This design comes from an exercise in tuning for a short achievable clock period and few clock cycles on the open sky130 flow, not from production work.
Only the layout flow was run in this run; the RTL was not checked for function there.
Power is estimated from default activity; no workload was simulated.

==> flow/design.v <==
`timescale 1ns/1ps
package rv_isa_pkg;
	typedef enum logic [6:0] {
		OPC_OP     = 7'b0110011,  
		OPC_OP_IMM = 7'b0010011,  
		OPC_LUI    = 7'b0110111,
		OPC_LOAD   = 7'b0000011,
		OPC_STORE  = 7'b0100011,
		OPC_BRANCH = 7'b1100011,
		OPC_JAL    = 7'b1101111
	} opcode_e;
	typedef enum logic [2:0] {
		F3_ADD_BEQ_SB = 3'b000,
		F3_BNE_SH     = 3'b001,
		F3_SLT_SW     = 3'b010,
		F3_XOR        = 3'b100,
		F3_OR         = 3'b110,
		F3_AND        = 3'b111
	} funct3_e;
	typedef struct packed {
		logic [6:0] funct7;
		logic [4:0] rs2;
		logic [4:0] rs1;
		funct3_e    funct3;
		logic [4:0] rd;
		opcode_e    opcode;
	} r_fmt_t;
	typedef struct packed {
		logic [11:0] imm;
		logic [4:0]  rs1;
		funct3_e     funct3;
		logic [4:0]  rd;
		opcode_e     opcode;
	} i_fmt_t;
	typedef struct packed {
		logic [6:0] imm_hi;
		logic [4:0] rs2;
		logic [4:0] rs1;
		funct3_e    funct3;
		logic [4:0] imm_lo;
		opcode_e    opcode;
	} s_fmt_t;
	typedef struct packed {
		logic       imm_12;
		logic [5:0] imm_10_5;
		logic [4:0] rs2;
		logic [4:0] rs1;
		funct3_e    funct3;
		logic [3:0] imm_4_1;
		logic       imm_11;
		opcode_e    opcode;
	} b_fmt_t;
	typedef struct packed {
		logic [19:0] imm;
		logic [4:0]  rd;
		opcode_e     opcode;
	} u_fmt_t;
	typedef struct packed {
		logic       imm_20;
		logic [9:0] imm_10_1;
		logic       imm_11;
		logic [7:0] imm_19_12;
		logic [4:0] rd;
		opcode_e    opcode;
	} j_fmt_t;
	typedef union packed {
		r_fmt_t r_fmt;
		i_fmt_t i_fmt;
		s_fmt_t s_fmt;
		b_fmt_t b_fmt;
		u_fmt_t u_fmt;
		j_fmt_t j_fmt;
	} instr_u;
endpackage
`timescale 1ns/1ps
package cpu_ctrl_pkg;
	typedef enum logic [3:0] {
		S_IDLE,
		S_FETCH_SETUP,
		S_FETCH_ACCESS,
		S_DECODE,
		S_EXECUTE,
		S_MEM_SETUP,
		S_MEM_ACCESS,
		S_WRITEBACK,
		S_HALT
	} cpu_state_e;
	typedef enum logic [2:0] {
		ALU_ADD,
		ALU_SUB,
		ALU_AND,
		ALU_OR,
		ALU_XOR,
		ALU_SLT  
	} alu_op_e;
	typedef enum logic [1:0] {
		WB_ALU,
		WB_MEM,
		WB_PC4,
		WB_IMM
	} wb_sel_e;
endpackage
`timescale 1ns/1ps
module ks_pg32 (
	input  logic [31:0] p,
	input  logic [31:0] g,
	input  logic        cin,
	output logic [31:0] s
);
	logic [31:0] gl [0:5];
	logic [31:0] pl [0:5];
	assign gl[0] = g;
	assign pl[0] = p;
	for (genvar l = 0; l < 5; l++) begin : lvl
		localparam int D = 1 << l;
		for (genvar i = 0; i < 32; i++) begin : bitl
			if (i < D) begin : pass
				c_inv u_g (.a(gl[l][i]), .y(gl[l + 1][i]));
				assign pl[l + 1][i] = 1'b0;  
			end else begin : comb
				if (l % 2 == 0) begin : t
					c_a21oi u_g (.a1(pl[l][i]), .a2(gl[l][i - D]), .b1(gl[l][i]), .y(gl[l + 1][i]));
					if (i >= 2 * D) begin : pp
						c_nand2 u_p (.a(pl[l][i]), .b(pl[l][i - D]), .y(pl[l + 1][i]));
					end else begin : np
						assign pl[l + 1][i] = 1'b0;  
					end
				end else begin : n
					c_o21ai u_g (.a1(pl[l][i]), .a2(gl[l][i - D]), .b1(gl[l][i]), .y(gl[l + 1][i]));
					if (i >= 2 * D) begin : pp
						c_nor2 u_p (.a(pl[l][i]), .b(pl[l][i - D]), .y(pl[l + 1][i]));
					end else begin : np
						assign pl[l + 1][i] = 1'b0;  
					end
				end
			end
		end
	end
	c_xor2 u_s0 (.a(p[0]), .b(cin), .y(s[0]));
	for (genvar i = 1; i < 32; i++) begin : sm
		c_xnor2 u_s (.a(p[i]), .b(gl[5][i - 1]), .y(s[i]));
	end
endmodule
module ks_add32 (
	input  logic [31:0] a,
	input  logic [31:0] b,
	output logic [31:0] s
);
	logic [31:0] p, g;
	for (genvar i = 0; i < 32; i++) begin : pg
		c_xor2 u_p (.a(a[i]), .b(b[i]), .y(p[i]));
		c_and2 u_g (.a(a[i]), .b(b[i]), .y(g[i]));
	end
	ks_pg32 u_ks (.p(p), .g(g), .cin(1'b0), .s(s));
endmodule
module inc4_32 (
	input  logic [31:0] a,
	output logic [31:0] s
);
	logic [29:0] al [0:5];
	assign al[0] = a[31:2];
	for (genvar l = 0; l < 5; l++) begin : lvl
		localparam int D = 1 << l;
		for (genvar i = 0; i < 30; i++) begin : bitl
			if (i < D) begin : pass
				c_inv u_a (.a(al[l][i]), .y(al[l + 1][i]));
			end else if (l % 2 == 0) begin : t
				c_nand2 u_a (.a(al[l][i]), .b(al[l][i - D]), .y(al[l + 1][i]));
			end else begin : n
				c_nor2 u_a (.a(al[l][i]), .b(al[l][i - D]), .y(al[l + 1][i]));
			end
		end
	end
	assign s[1:0] = a[1:0];
	c_inv u_s0 (.a(a[2]), .y(s[2]));
	for (genvar i = 1; i < 30; i++) begin : sm
		c_xnor2 u_s (.a(a[i + 2]), .b(al[5][i - 1]), .y(s[i + 2]));
	end
endmodule
`timescale 1ns/1ps
module rf_read (
	input  logic [31:1][31:0] rf,
	input  logic [4:0]        idx,
	output logic [31:0]       v
);
	logic [31:0] oh;
	rf_dec u_dec (.idx(idx), .oh(oh));
	for (genvar b = 0; b < 32; b++) begin : bitr
		logic [15:0] l1;
		logic [3:0]  l2;
		logic [1:0]  l3;
		c_nand2 u_p0 (.a(rf[1][b]), .b(oh[1]), .y(l1[0]));
		for (genvar k = 1; k < 16; k++) begin : pr
			c_a22oi u_p (.a1(rf[2 * k][b]), .a2(oh[2 * k]), .b1(rf[2 * k + 1][b]),
				.b2(oh[2 * k + 1]), .y(l1[k]));
		end
		for (genvar k = 0; k < 4; k++) begin : q
			c_nand4 u_q (.a(l1[4 * k]), .b(l1[4 * k + 1]), .c(l1[4 * k + 2]), .d(l1[4 * k + 3]),
				.y(l2[k]));
		end
		c_nor2  u_h0 (.a(l2[0]), .b(l2[1]), .y(l3[0]));
		c_nor2  u_h1 (.a(l2[2]), .b(l2[3]), .y(l3[1]));
		c_nand2 u_o  (.a(l3[0]), .b(l3[1]), .y(v[b]));
	end
endmodule
module rf_dec (
	input  logic [4:0]  idx,
	output logic [31:0] oh
);
	assign oh = 32'd1 << idx;
endmodule
`timescale 1ns/1ps
module c_inv (input logic a, output logic y);
	assign y = ~a;
endmodule
module c_nand2 (input logic a, b, output logic y);
	assign y = ~(a & b);
endmodule
module c_nor2 (input logic a, b, output logic y);
	assign y = ~(a | b);
endmodule
module c_nand4 (input logic a, b, c, d, output logic y);
	assign y = ~(a & b & c & d);
endmodule
module c_xor2 (input logic a, b, output logic y);
	assign y = a ^ b;
endmodule
module c_xnor2 (input logic a, b, output logic y);
	assign y = ~(a ^ b);
endmodule
module c_a22oi (input logic a1, a2, b1, b2, output logic y);
	assign y = ~((a1 & a2) | (b1 & b2));
endmodule
module c_a21oi (input logic a1, a2, b1, output logic y);
	assign y = ~((a1 & a2) | b1);
endmodule
module c_o21ai (input logic a1, a2, b1, output logic y);
	assign y = ~((a1 | a2) & b1);
endmodule
module c_a21o (input logic a1, a2, b1, output logic y);
	assign y = (a1 & a2) | b1;
endmodule
module c_and2 (input logic a, b, output logic y);
	assign y = a & b;
endmodule
module c_a222oi (input logic a1, a2, b1, b2, c1, c2, output logic y);
	assign y = ~((a1 & a2) | (b1 & b2) | (c1 & c2));
endmodule
`timescale 1ns/1ps
`timescale 1ns/1ps
module cpu (
	input  logic                       APB_PCLK,
	input  logic                       APB_PRESETn,
	output logic [32-1:0] paddr,
	output logic [32-1:0] pwdata,
	input  logic [32-1:0] prdata,
	output logic                       psel,
	output logic                       penable,
	output logic                       pwrite,
	output logic [3:0]                 pstrb,
	input  logic                       pready,
	output logic                       halted,
	output logic [32-1:0] pc
);
	logic s_idle, s_fs, s_fa, s_bb, s_bm, s_ms, s_ma, s_halt;
	logic psel_q, penable_q, pwrite_q;
	logic [31:0] iw;
	logic [6:0]  opc;
	logic [2:0]  f3;
	logic        d_op, d_opi, d_lui, d_ld, d_st, d_br, d_jal, d_mem, d_halt;
	assign iw   = prdata;
	assign opc  = iw[6:0];
	assign f3   = iw[14:12];
	assign d_op   = opc[4] & ~opc[2] & opc[5];
	assign d_opi  = opc[4] & ~opc[2] & ~opc[5];
	assign d_lui  = opc[4] & opc[2];
	assign d_ld   = ~opc[4] & ~opc[6] & ~opc[5];
	assign d_st   = ~opc[4] & ~opc[6] & opc[5];
	assign d_br   = ~opc[4] & opc[6] & ~opc[2];
	assign d_jal  = ~opc[4] & opc[6] & opc[2];
	assign d_mem  = ~opc[4] & ~opc[6];
	assign d_halt = (iw == 32'h0000_0000);
	logic fa_done, ma_done;
	assign fa_done = s_fa & pready;
	assign ma_done = s_ma & pready;
	logic [31:1][31:0] rf;
	logic [31:0] rs1_val, rs2_val;
	rf_read u_rd1 (.rf(rf), .idx(iw[19:15]), .v(rs1_val));
	rf_read u_rd2 (.rf(rf), .idx(iw[24:20]), .v(rs2_val));
	logic [31:0] imm_i, imm_s, imm_u, imm_b, imm_j;
	assign imm_i = {{20{iw[31]}}, iw[31:20]};
	assign imm_s = {{20{iw[31]}}, iw[31:25], iw[11:7]};
	assign imm_u = {iw[31:12], 12'b0};
	assign imm_b = {{19{iw[31]}}, iw[31], iw[7], iw[30:25], iw[11:8], 1'b0};
	assign imm_j = {{11{iw[31]}}, iw[31], iw[19:12], iw[20], iw[30:21], 1'b0};
	logic [31:0] pc_q;
	logic [31:0] pc_plus4, tgt_j, tgt_b;
	inc4_32  u_padd (.a(pc_q), .s(pc_plus4));
	ks_add32 u_jadd (.a(pc_q), .b(imm_j), .s(tgt_j));
	ks_add32 u_badd (.a(pc_q), .b(imm_b), .s(tgt_b));
	logic        inv, use_rs2, s_a, s_b, s_c;
	logic [31:0] b_imm, bimm_x, b_pass;
	logic [31:0] pg_x, pg_xn, pg_y, pg_pn, pg_p, pg_g, pg_in, rs1_n, rs2_n;
	assign inv     = (d_op & f3 == 3'b000 & iw[30]) | ((d_op | d_opi) & f3 == 3'b010);
	assign use_rs2 = d_op | d_br;
	assign b_imm   = d_st ? imm_s : imm_i;
	assign bimm_x  = b_imm ^ {32{inv}};
	assign s_a     = use_rs2 & ~inv;
	assign s_b     = use_rs2 & inv;
	assign s_c     = ~use_rs2;
	for (genvar i = 0; i < 32; i++) begin : pgb
		c_xor2   u_x  (.a(rs1_val[i]), .b(rs2_val[i]), .y(pg_x[i]));
		c_xnor2  u_xn (.a(rs1_val[i]), .b(rs2_val[i]), .y(pg_xn[i]));
		c_xor2   u_y  (.a(rs1_val[i]), .b(bimm_x[i]), .y(pg_y[i]));
		c_a222oi u_pn (.a1(pg_x[i]), .a2(s_a), .b1(pg_xn[i]), .b2(s_b), .c1(pg_y[i]), .c2(s_c),
			.y(pg_pn[i]));
		c_inv    u_p  (.a(pg_pn[i]), .y(pg_p[i]));
		c_inv    u_r1 (.a(rs1_val[i]), .y(rs1_n[i]));
		c_inv    u_r2 (.a(rs2_val[i]), .y(rs2_n[i]));
		c_a222oi u_in (.a1(rs2_val[i]), .a2(s_a), .b1(rs2_n[i]), .b2(s_b), .c1(bimm_x[i]), .c2(s_c),
			.y(pg_in[i]));
		c_nor2   u_g  (.a(rs1_n[i]), .b(pg_in[i]), .y(pg_g[i]));
	end
	logic g0_c;
	c_a21o u_g0 (.a1(pg_p[0]), .a2(inv), .b1(pg_g[0]), .y(g0_c));
	assign b_pass  = d_lui ? imm_u : pc_plus4;
	logic [31:0] wdat_c;
	always_comb begin
		case (f3[1:0])
			2'b00:   wdat_c = {4{rs2_val[7:0]}};
			2'b01:   wdat_c = {2{rs2_val[15:0]}};
			default: wdat_c = rs2_val;
		endcase
	end
	logic [31:0] p_q, g_q, b_q;
	logic        cin_q;
	logic        sel_sum_q, sel_slt_q, sel_xor_q, sel_or_q, sel_and_q, sel_b_q, sel_ld_q;
	logic        ld_q, bne_q;
	logic [1:0]  sz_q;
	logic [31:1] rd1h_q;
	logic [31:0] pc4_q, tgt_q;
	logic [31:0] wdat_q;
	always_ff @(posedge APB_PCLK) begin
		if (fa_done) begin
			p_q   <= pg_p;
			g_q   <= {pg_g[31:1], g0_c};
			b_q   <= b_pass;
			cin_q <= inv;
			sel_sum_q <= (d_op | d_opi) & f3 == 3'b000;
			sel_slt_q <= (d_op | d_opi) & f3 == 3'b010;
			sel_xor_q <= (d_op | d_opi) & f3 == 3'b100;
			sel_or_q  <= (d_op | d_opi) & f3 == 3'b110;
			sel_and_q <= (d_op | d_opi) & f3 == 3'b111;
			sel_b_q   <= d_lui | d_jal;
			sel_ld_q  <= d_ld;
			ld_q      <= d_ld;
			bne_q     <= f3[0];
			sz_q      <= f3[1:0];
			for (int r = 1; r < 32; r++) rd1h_q[r] <= (iw[11:7] == 5'(r));
			pc4_q  <= pc_plus4;
			tgt_q  <= tgt_b;
			wdat_q <= wdat_c;
		end
	end
	logic [31:0] sum;
	ks_pg32 u_add (.p(p_q), .g(g_q), .cin(cin_q), .s(sum));
	logic        take;
	logic [31:0] maddr;
	assign take  = (p_q == 32'd0) ^ bne_q;
	assign maddr = sum;
	logic [3:0] strb_c;
	always_comb begin
		case (sz_q)
			2'b00:   strb_c = 4'b0001 << maddr[1:0];
			2'b01:   strb_c = maddr[1] ? 4'b1100 : 4'b0011;
			default: strb_c = 4'b1111;
		endcase
	end
	logic [31:0] paddr_q;
	logic [3:0]  strb_q;
	logic        direct;
	assign direct = fa_done & ~d_halt & ~d_br & ~d_mem;
	always_ff @(posedge APB_PCLK) begin
		if (!APB_PRESETn) begin
			pc_q    <= 32'h0000_0000;
			paddr_q <= 32'h0000_0000;
		end else begin
			if (direct) begin
				pc_q    <= d_jal ? tgt_j : pc_plus4;
				paddr_q <= d_jal ? tgt_j : pc_plus4;
			end else if (s_bb) begin
				pc_q    <= take ? tgt_q : pc4_q;
				paddr_q <= take ? tgt_q : pc4_q;
			end else if (s_bm) begin
				paddr_q <= maddr;
			end else if (ma_done) begin
				pc_q    <= pc4_q;
				paddr_q <= pc4_q;
			end
		end
	end
	always_ff @(posedge APB_PCLK) begin
		if (s_bm) strb_q <= strb_c;
	end
	logic [31:0] raw_q;
	logic [31:0] res;
	logic [31:0] res_e;
	logic        k1, k2n, res0_n;
	assign res_e = ({32{sel_xor_q}} & p_q) |
		({32{sel_or_q}} & (p_q | g_q)) |
		({32{sel_and_q}} & g_q) |
		({32{sel_b_q}} & b_q) |
		({32{sel_ld_q}} & raw_q);
	assign k1  = sel_slt_q & p_q[31];
	assign k2n = ~((sel_slt_q & ~p_q[31] & g_q[31]) | res_e[0]);
	c_a22oi u_r0a (.a1(sum[0]), .a2(sel_sum_q), .b1(sum[31]), .b2(k1), .y(res0_n));
	c_nand2 u_r0b (.a(res0_n), .b(k2n), .y(res[0]));
	for (genvar i = 1; i < 32; i++) begin : rs
		c_a21o u_r (.a1(sum[i]), .a2(sel_sum_q), .b1(res_e[i]), .y(res[i]));
	end
	logic go_alu_q, go_ld_q, go;
	assign go = go_alu_q | go_ld_q;
	always_ff @(posedge APB_PCLK) begin
		for (int r = 1; r < 32; r++) begin
			if (go & rd1h_q[r]) rf[r] <= res;
		end
	end
	always_ff @(posedge APB_PCLK) begin
		raw_q <= prdata;
	end
	logic n_fs, n_fa, n_bb, n_bm, n_ms, n_ma;
	assign n_fs = s_idle | direct | s_bb | ma_done;
	assign n_fa = s_fs | (s_fa & ~pready);
	assign n_bb = fa_done & ~d_halt & d_br;
	assign n_bm = fa_done & ~d_halt & d_mem;
	assign n_ms = s_bm;
	assign n_ma = s_ms | (s_ma & ~pready);
	always_ff @(posedge APB_PCLK) begin
		if (!APB_PRESETn) begin
			s_idle    <= 1'b1;
			s_fs      <= 1'b0;
			s_fa      <= 1'b0;
			s_bb      <= 1'b0;
			s_bm      <= 1'b0;
			s_ms      <= 1'b0;
			s_ma      <= 1'b0;
			s_halt    <= 1'b0;
			psel_q    <= 1'b0;
			penable_q <= 1'b0;
			pwrite_q  <= 1'b0;
			go_alu_q  <= 1'b0;
			go_ld_q   <= 1'b0;
		end else begin
			s_idle    <= 1'b0;
			s_fs      <= n_fs;
			s_fa      <= n_fa;
			s_bb      <= n_bb;
			s_bm      <= n_bm;
			s_ms      <= n_ms;
			s_ma      <= n_ma;
			s_halt    <= s_halt | (fa_done & d_halt);
			psel_q    <= n_fs | n_fa | n_ms | n_ma;
			penable_q <= n_fa | n_ma;
			pwrite_q  <= fa_done ? (d_st & ~d_halt) : ma_done ? 1'b0 : pwrite_q;
			go_alu_q  <= direct & (d_op | d_opi | d_lui | d_jal);
			go_ld_q   <= ma_done & ld_q;
		end
	end
	assign psel    = psel_q;
	assign penable = penable_q;
	assign pwrite  = pwrite_q;
	assign halted  = s_halt;
	assign pc      = pc_q;
	assign pstrb   = strb_q;
	assign paddr   = paddr_q;
	assign pwdata  = wdat_q;
endmodule
==> flow/run.sh <==
#!/bin/bash
# synth_recipe.tcl (not shown) runs the flow's synth.tcl, then flattens the netlist and writes it again
# the make line also repeats each setting of config.mk as NAME=value (left out here)
make -C /OpenROAD-flow-scripts/flow DESIGN_CONFIG=/design/flow/config.mk WORK_HOME=/design/flow/orfs CLKGATE_MAP_FILE= SYNTH_SCRIPT=/design/flow/synth_recipe.tcl finish
==> flow/config.mk <==
export PLATFORM = sky130hd
export DESIGN_NAME = cpu
export DESIGN_NICKNAME = cpu
export VERILOG_FILES = /design/flow/design.v
export SDC_FILE = /design/flow/constraint.sdc
export NUM_CORES = 4
export LEC_CHECK = 0
export CAP_MARGIN = 30
export CORE_MARGIN = 2
export CORE_UTILIZATION = 55
export SETUP_SLACK_MARGIN = 4.3
export SLEW_MARGIN = 30
export SYNTH_HIERARCHICAL = 1
export SYNTH_MINIMUM_KEEP_SIZE = 0
==> flow/constraint.sdc <==
create_clock -name core_clock -period 7.0 [get_ports {APB_PCLK}]
set_input_delay 1.4000 -clock core_clock [delete_from_list [all_inputs] [get_ports {APB_PCLK}]]
set_output_delay 1.4000 -clock core_clock [all_outputs]
set_load 0.01 [all_outputs]
==> results.tsv <==
stage	metric	value	unit
power	Power Density	210	nW/µm²
worst_hold_path	Hold WC Path Type	reg2reg	
timing	Worst-Margin Slew	995	ps
clocking	Clk Latency, worst-skew pair	830	ps
power	Switch Pwr	5.36	mW
power	P_leak	31.2	nW
timing	Max Clock Skew	40.0	ps
die	Die Wd	360	µm
synth	Yosys warning count	14	
drt	DRC viols	0	
power	cell internal pwr	14.4	mW
synth	Syn Inst Count	5452	
drt	Via density	7.29	
cells_and_area	layout cells sized above 1	49.6	%
cells_and_area	Total Nets Final	6565	
drt	Wirelength per Cell	38.6	µm
timing	fmax	0.278	GHz
critical_path	critical path class	in2reg	
placement	area post-placement	77200	µm²
cells_and_area	multi-input logic area	34700	µm²
outcome	status	no timing/DRC/antenna violations	
grt	initial antenna violation count	18	
timing	RSZ-0062 raised after global routing	yes	
drt	WL final	321000	µm
cells_and_area	area grow syn2layout	34.6	%
drt	Detailed Routing Iterations Pass 1	15	
die	Boundary Pins	139	
power	combinational group share of total power	15.4	%
timing	# setup viols final	0	
clocking	CTS tree	built	
die	Initial Utilization	55.5	%
grt	largest net degree at the start of global routing	103	
grt	GRT Overall Usage	47.4	%
drt	ANT nets after route	0	
clocking	number of H-tree levels	4	
clocking	Inserted Clock Buffers	146	
die	Core Region	126000	µm²
placement	Final GP Congestion	1.04	
timing	Final min period	3600	ps
timing	Fin Hold WS	495	ps
timing	final hold violations	0	
drt	DR vias	60603	
clocking	clk sinks	1338	
power	Switching Fraction	27.2	%
timing	Final Max Tran Viols	0	
die	die area	130000	µm²
timing	fin crit share	51.4	%
timing	setup TNS	0	ps
timing	relative slew slack	33.7	%
critical_path	WP data required	7560	ps
grt	vias in the first global route	55619	
grt	total gr overflow	0	
placement	IO buf count	138	
cells_and_area	final instance area	93800	µm²
drt	DRT iter0 DRCs	10318	
critical_path	crit end category	flop	
cells_and_area	Fillers	7991	
critical_path	largest fanout on the critical path	14	
die	Die H	360	µm
critical_path	Crit path arrival time	4150	ps
clocking	Clock Path Buffers	3	
clocking	Reg clk slew, reported paths	60	ps
power	worst vdd ir	0.000283	V
placement	Final HPWL DP	194000	µm
power	Clk pwr share	39.3	%
synth	Syn Area/Cell	12.8	µm²
flow_run	Max Cap Viol	0	
grt	first-pass GRT wire length	432000	µm
clocking	Root Driver	clkbuf_16	
die	Row Count	130	
critical_path	Worst Setup Start Kind	input pin	
power	Flop pwr share	45.3	%
cells_and_area	register area	39200	µm²
synth	Synth Cell Area	69700	µm²
==> layer usage <==
metal	share of wire (%)	GRT usage, %	vias up
met2	41	67.1	5335
met4	8.6	31.2	14
met5	0.058	0	-
li1	-	-	23733
met3	15	17.8	1253
met1	35	60.8	30268
==> path summary, 6_finish.rpt <==
check	startpoint	end	cells past startpoint	slack (ps)
worst max-delay path	prdata[18]	p_q[10]	13	3400
worst min-delay path	pwrite_q	pwrite_q	2	500
worst max register to register	g_q[14]	paddr_q[29]	10	3950
worst min register to register	pwrite_q	pwrite_q	2	500
==> metrics by stage <==
step | power (mW) | setup slack, ps | utilization (%) | std cells
after CTS | 19.3 | 3700 | 72.4 | 8134
final | 19.7 | 3400 | 74.6 | 8308
after detailed placement | 11.2 | 1030 | 61.4 | 7370
after floorplan | 10.3 | 1660 | - | 5455
after global placement | 11.2 | 1020 | 61.3 | 7364
after global routing | 20.0 | 3460 | 74.6 | 8298
==> worst max-delay path, cell delays in order <==
cell,delay (ps)
buf_12,130
or3b_4,300
buf_6,120
nor2_4,60
buf_4,150
buf_12,150
a22oi_2,160
nand4_1,440
nor2_4,430
nand2_4,110
xor2_1,190
a222oi_1,380
inv_1,80
==> cell type report <==
type,count,share of cell area (%)
sequential,1338,41.8
multi-input combinational,3679,36.9
timing repair buffer,1045,12.7
clock buffer,187,4.20
tap,1650,2.20
inverter,319,1.33
clock inverter,79,0.784
antenna,10,0.0267
timing repair inverter,1,0.00800
==> state kept, by name, summed over array words and instances (netlist names), 2 cells and up <==
| name | count |
|---|---|
| b_q | 32 |
| g_q | 32 |
| p_q | 32 |
| paddr_q | 32 |
| pc4_q | 32 |
| pc_q | 32 |
| raw_q | 32 |
| rd1h_q | 31 |
| rf | 992 |
| strb_q | 4 |
| sz_q | 2 |
| tgt_q | 32 |
| wdat_q | 32 |
==> power by group through the flow <==
stage,sequential (mW),clock (mW),combinational [mW]
6_report,8.93,7.75,3.03
3_3_place_gp,9.11,0,2.05
5_1_grt,8.92,8.04,3.04
3_5_place_dp,9.11,0,2.07
4_1_cts,8.92,7.71,2.69
2_1_floorplan,9.09,0,1.16
==> repair_timing <==
item	CTS	global route
resized for setup	1620	265
setup buffers	456	150
cloned	42	13
pin swaps	467	234
hold buffers	0	0
setup endpoints to repair	1225	937
==> cell usage in the layout, fill, tap and decap left out, drive strengths merged, types with 50 or more instances in the layout <==
cell type and instances:
nand4 258, edfxtp 1229, nor4 50, nand2b 72, buf 1018, nor3 58, a21oi 287, nand2 498
xnor2 159, inv 327, and2 79, a222oi 96, dfxtp 109, nor2 461, o21ai 201, a22oi 961
a221oi 63, clkbuf 199, mux2 67, clkinv 52, xor2 137

[separate check: timing with driven ports]
In the flow no input, the clock included, has a driving cell. The finished layout below was timed again as built, in two steps. Step 1 sets driving cells, clkbuf_16 on the clock port and buf_2 on the other inputs (assumed; they add their load-dependent delay and slew). Step 2 also shifts input and output timing later by t, the mid clock arrival at the registers, as if the neighbouring blocks saw the same clock. Three values: no drivers, after step 1, after step 2; two values: the first two.
t (ns): 0.886
setup WS [ns]: 3.405 / 3.325 / 2.439
latest minus earliest clock arrival (ns): 0.046 / 0.046
slew at the worst register clock pin (ns): 0.07 / 0.07
cell pins on the clock port's net: 1
After both steps this run still meets setup and hold. The setup slack of this run moves by -0.080 ns with the drivers and by -0.966 ns with both steps.
